Context: an optimization exercise on an open-source flow, tuned for small area and a short achievable clock period. The choices shown serve that exercise and are no tape-out recipe. Function was checked by simulation only, so behaviour that the tests miss may differ from the original. No activity file was given, so power comes from the tool's default toggle rates.

## the previous run
==> flow/design.v (excerpt) <==
module cfgTop
(
  input  logic                    clk,
  input  logic                    rstN,
  input  logic                    psel,
  input  logic                    penable,
  input  logic                    pwrite,
  input  logic [8-1:0]  paddr,
  input  logic [16-1:0]                pwdata,
  output logic [16-1:0]                     prdata,
  output logic                         pready,
  output logic                         pslverr,
  output logic [10-1:0]         filtsUsed,
  output logic [27-1:0]         incrementConstant,
  output logic [27-1:0]         decayConstant,
  output logic [4-1:0]          gensUsed,
  output logic [4-1:0]          gensEn,
  output logic                         reportTags,
  output logic                         pReset,
  output logic                         sReset,
  output logic                         progValid,
  input  logic                    progReady,
  output logic [4-1:0]          progGenIdx,
  output logic [16-1:0]        progPeriod,
  output logic [16-1:0]        progTicks,
  output logic [11-1:0]           progTag,
  output logic [48-1:0]                         currentTime,
  output logic                         unitTick,
  output logic                         hbPulse
);
For scale: ~3,300 cells after synthesis, roughly 750 flip-flops, about 220 I/O pins, about 0.031 mm² of cells after synthesis.
==> module cfgApbSlave, before the edit <==
module cfgApbSlave
(
  input  logic                       clk,
  input  logic                       rstN,
  input  logic                       psel,
  input  logic                       penable,
  input  logic                       pwrite,
  input  logic [8-1:0]     paddr,
  input  logic [16-1:0]      pwdata,
  output logic [16-1:0]      prdata,
  output logic                       pready,
  output logic                       pslverr,
  output logic [32-1:0][16-1:0] regBank,
  output logic                       chunkTake,
  output logic [16-1:0]      chunkData,
  input  logic                       progValid,
  input  logic                       progValidNext,
  output logic [16-1:0]        unitLenNext,
  output logic [48-1:0]        hbEveryNext
);
  localparam int IdxW = $clog2(32);
  localparam int BankW = 32 * 16;
  localparam logic [BankW-1:0] ResetVals =
      (BankW'(1)     << (1   * 16)) |
      (BankW'(10000) << (7    * 16)) |
      (BankW'(10000) << (11    * 16)) |
      (BankW'(1)     << (15 * 16)) |
      (BankW'(3)     << (16    * 16));
  logic            accState;    
  logic            nextAcc;
  logic            setup;
  logic            regHit;
  logic            progHit;
  logic            errHit;
  logic            rdEn;
  logic            wrQ;
  logic [16-1:0] wdataQ;    
  logic            progWQ;
  logic            wrUnitQ;     
  logic [2:0]      wrHbQ;       
  logic [32-1:0] holdQ;   
  localparam logic [BankW-1:0] AsyncMask =
      (BankW'(16'h03ff) << (0  * 16)) |
      (BankW'(27'h7ffffff) << (1 * 16)) |
      (BankW'(27'h7ffffff) << (3 * 16)) |
      (BankW'(16'h000f) << (5   * 16)) |
      (BankW'(16'h000f) << (6     * 16)) |
      (BankW'(16'h0001) << (15 * 16)) |
      (BankW'(16'h0003) << (16    * 16)) |
      (BankW'(16'h0001) << (14  * 16)) |
      ResetVals;
  assign regHit  = !paddr[7];
  assign progHit = paddr == 8'h80;
  assign errHit  = paddr[7] && (paddr[6:0] != '0);
  assign setup   = !accState && psel && !penable;
  assign nextAcc = accState ? !(!psel || pready) : (psel && !penable);
  assign rdEn    = setup && !pwrite && regHit;
  function automatic logic [32-1:0] wordSel(input logic [IdxW-1:0] idx);
    logic [3:0] lo;
    logic [7:0] hi;
    for (int j = 0; j < 4; j++) lo[j] = idx[1:0] == 2'(j);
    for (int j = 0; j < 8; j++) hi[j] = idx[4:2] == 3'(j);
    for (int i = 0; i < 32; i++) wordSel[i] = hi[i / 4] && lo[i % 4];
  endfunction
  logic [32-1:0]  rdSel;
  logic [16-1:0] rdData;
  logic [16-1:0] rdReset;   
  logic                  resetDoneQ;   
  always_comb begin
    rdSel  = wordSel(paddr[IdxW+1:2]);
    rdData = '0;
    rdReset = '0;
    for (int i = 0; i < 32; i++) begin
      rdData = rdData | ({16{rdSel[i]}} & regBank[i]);
      rdReset = rdReset | ({16{rdSel[i]}} & ResetVals[i*16 +: 16]);
    end
  end
  always_ff @(posedge clk or negedge rstN) begin
    if (!rstN) begin
      accState <= 1'b0;
      pready   <= 1'b0;
      pslverr  <= 1'b0;
      prdata   <= '0;
      wrQ      <= 1'b0;
      resetDoneQ <= 1'b0;
      progWQ   <= 1'b0;
      wrUnitQ  <= 1'b0;
      wrHbQ    <= '0;
    end else begin
      accState <= nextAcc;
      pready   <= nextAcc && !(pwrite && progHit && progValidNext);
      pslverr  <= setup && errHit;
      prdata   <= (rdData & {16{rdEn && resetDoneQ}}) |
                  (rdReset & {16{rdEn && !resetDoneQ}});
      resetDoneQ <= 1'b1;
      wrQ      <= setup && pwrite && regHit;
      progWQ   <= nextAcc && pwrite && progHit;
      wrUnitQ  <= setup && pwrite && regHit && (paddr[IdxW+1:2] == IdxW'(7));
      for (int k = 0; k < 3; k++) begin
        wrHbQ[k] <= setup && pwrite && regHit &&
                    (paddr[IdxW+1:2] == IdxW'(11 + k));
      end
    end
  end
  always_ff @(posedge clk) begin
    wdataQ <= pwdata;
  end
  assign chunkTake = progWQ && !progValid;
  assign chunkData = wdataQ;
  logic [32-1:0] wrSel;
  assign wrSel = ~holdQ & {32{wrQ}};
  function automatic logic [16-1:0] keptWord(input int i);
    keptWord = regBank[i] & (AsyncMask[i*16 +: 16] | {16{holdQ[i]}});
  endfunction
  assign unitLenNext = wrUnitQ ? wdataQ : keptWord(7);
  for (genvar k = 0; k < 3; k++) begin : g_hb
    assign hbEveryNext[k*16 +: 16] =
        wrHbQ[k] ? wdataQ : keptWord(11 + k);
  end
  logic [32-1:0][16-1:0] bankAsync;
  logic [32-1:0][16-1:0] bankSync;
  always_ff @(posedge clk or negedge rstN) begin
    if (!rstN) begin
      bankAsync <= ResetVals;
    end else begin
      for (int i = 0; i < 32; i++) begin
        if (wrSel[i]) bankAsync[i] <= wdataQ;
      end
    end
  end
  always_ff @(posedge clk or negedge rstN) begin
    if (!rstN) begin
      holdQ <= '0;
    end else begin
      holdQ <= ~(wordSel(paddr[IdxW+1:2]) & {32{setup && pwrite && regHit}});
    end
  end
  always_ff @(posedge clk) begin
    for (int i = 0; i < 32; i++) begin
      bankSync[i] <= ({16{wrSel[i]}} & wdataQ) |
                     ({16{holdQ[i]}} & bankSync[i]);
    end
  end
  assign regBank = (bankAsync & AsyncMask) | (bankSync & ~AsyncMask);
endmodule
Settings: LEC_CHECK=0, CAP_MARGIN=20, CORE_MARGIN=2, CORE_UTILIZATION=55, SETUP_SLACK_MARGIN=3.4, SLEW_MARGIN=20; clock period 6.0 ns.
standard.sh (not shown) runs the stock make flow with config.mk's settings and CLKGATE_MAP_FILE= SYNTH_SCRIPT=/design/flow/synth_recipe.tcl, a recipe that flattens the netlist after the stock synthesis.
==> flow/flow/run.sh <==
#!/bin/bash
# Standard layout, with plain buf_2 cells as the port buffers and a clock
# tree without dummy loads. Each tool's output goes to a log of its own here.
set -euo pipefail
export BUFFER_PORTS_ARGS="-buffer_cell sky130_fd_sc_hd__buf_2"
export CTS_ARGS="-sink_clustering_enable -repair_clock_nets -dont_use_dummy_load -sink_clustering_size 20 -sink_clustering_max_diameter 100"
bash standard.sh synth > make_synth.log 2>&1
bash standard.sh > make_layout.log 2>&1
In summary, the previous run completed successfully, with a layout that passed the timing, design-rule and antenna checks.
The inputs of the current run differ from those of the previous run as listed below.
diff --git a/flow/design.v b/flow/design.v
--- a/flow/design.v
+++ b/flow/design.v
@@ -37,4 +37,5 @@
   logic            rdEn;
   logic            wrQ;
+  logic [IdxW-1:0] idxQ;
   logic [16-1:0] wdataQ;    
   logic            progWQ;
@@ -67,13 +68,10 @@
   logic [32-1:0]  rdSel;
   logic [16-1:0] rdData;
-  logic [16-1:0] rdReset;   
-  logic                  resetDoneQ;   
   always_comb begin
     rdSel  = wordSel(paddr[IdxW+1:2]);
     rdData = '0;
-    rdReset = '0;
     for (int i = 0; i < 32; i++) begin
-      rdData = rdData | ({16{rdSel[i]}} & regBank[i]);
-      rdReset = rdReset | ({16{rdSel[i]}} & ResetVals[i*16 +: 16]);
+      rdData = rdData | ({16{rdSel[i]}} & regBank[i] & AsyncMask[i*16 +: 16]) |
+                        ({16{rdSel[i] && holdQ[i]}} & regBank[i] & ~AsyncMask[i*16 +: 16]);
     end
   end
@@ -85,5 +83,4 @@
       prdata   <= '0;
       wrQ      <= 1'b0;
-      resetDoneQ <= 1'b0;
       progWQ   <= 1'b0;
       wrUnitQ  <= 1'b0;
@@ -93,7 +90,5 @@
       pready   <= nextAcc && !(pwrite && progHit && progValidNext);
       pslverr  <= setup && errHit;
-      prdata   <= (rdData & {16{rdEn && resetDoneQ}}) |
-                  (rdReset & {16{rdEn && !resetDoneQ}});
-      resetDoneQ <= 1'b1;
+      prdata   <= rdData & {16{rdEn}};
       wrQ      <= setup && pwrite && regHit;
       progWQ   <= nextAcc && pwrite && progHit;
@@ -106,4 +101,5 @@
   end
   always_ff @(posedge clk) begin
+    idxQ   <= paddr[IdxW+1:2];
     wdataQ <= pwdata;
   end
@@ -111,5 +107,5 @@
   assign chunkData = wdataQ;
   logic [32-1:0] wrSel;
-  assign wrSel = ~holdQ & {32{wrQ}};
+  assign wrSel = wordSel(idxQ) & {32{wrQ}};
   function automatic logic [16-1:0] keptWord(input int i);
     keptWord = regBank[i] & (AsyncMask[i*16 +: 16] | {16{holdQ[i]}});
[summary]
Of the previous run and the current run, the previous run shows the lower number of unique standard cell types used by synthesis, with the current run above it.
Static leakage in the current run is 3.6% higher than in the previous run
The final total power of the current run is higher than that of the previous run.
Clock power of the current run is on par with the previous run.
Compared with the previous run, in the current run area of the placeable core has increased, hold slack has increased.
Vertical die dimension for the current run is higher than for the previous run.
| cell count after placement | the current run vs the previous run | about 8% lower |
Compared with the previous run, the current run shows a higher diode insertion count for antenna repair.
Note that the wire length per cell after detailed routing recorded for the previous run amounts to 0.882 times the value seen in the current run.
Summed area of non-filler cells in the final layout for the current run: 430 µm² up relative to the previous run

==> re-timing with driven ports <==
In the flow no input, the clock included, has a driving cell. The finished layouts below were timed again as built, in two steps. Step 1 (the two cells are an assumption about what drives the block):
set clk [get_ports {clk}]
set_driving_cell -lib_cell sky130_fd_sc_hd__clkbuf_16 $clk
set_driving_cell -lib_cell sky130_fd_sc_hd__buf_2 [delete_from_list [all_inputs] $clk]
Step 2 times the ports against the registers' clock, not the clock port: input delays grow and output delays shrink by t, the midpoint of the rising clock arrivals with the driver on. Slacks: ideal ports / drivers / drivers and shift; pairs: ideal ports / drivers.
run	t, ns	setup WS [ns]	clock arrival spread, ns	worst register clock-pin slew, ns
the previous run	0.645	3.249 / 3.249 / 2.717	0.061 / 0.061	0.09 / 0.09
the current run	0.670	3.286 / 3.278 / 2.608	0.040 / 0.040	0.10 / 0.10
After both steps every run listed still meets setup and hold. The setup slack of the current run, which loses most, moves by -0.008 ns with the drivers and by -0.678 ns with both steps.
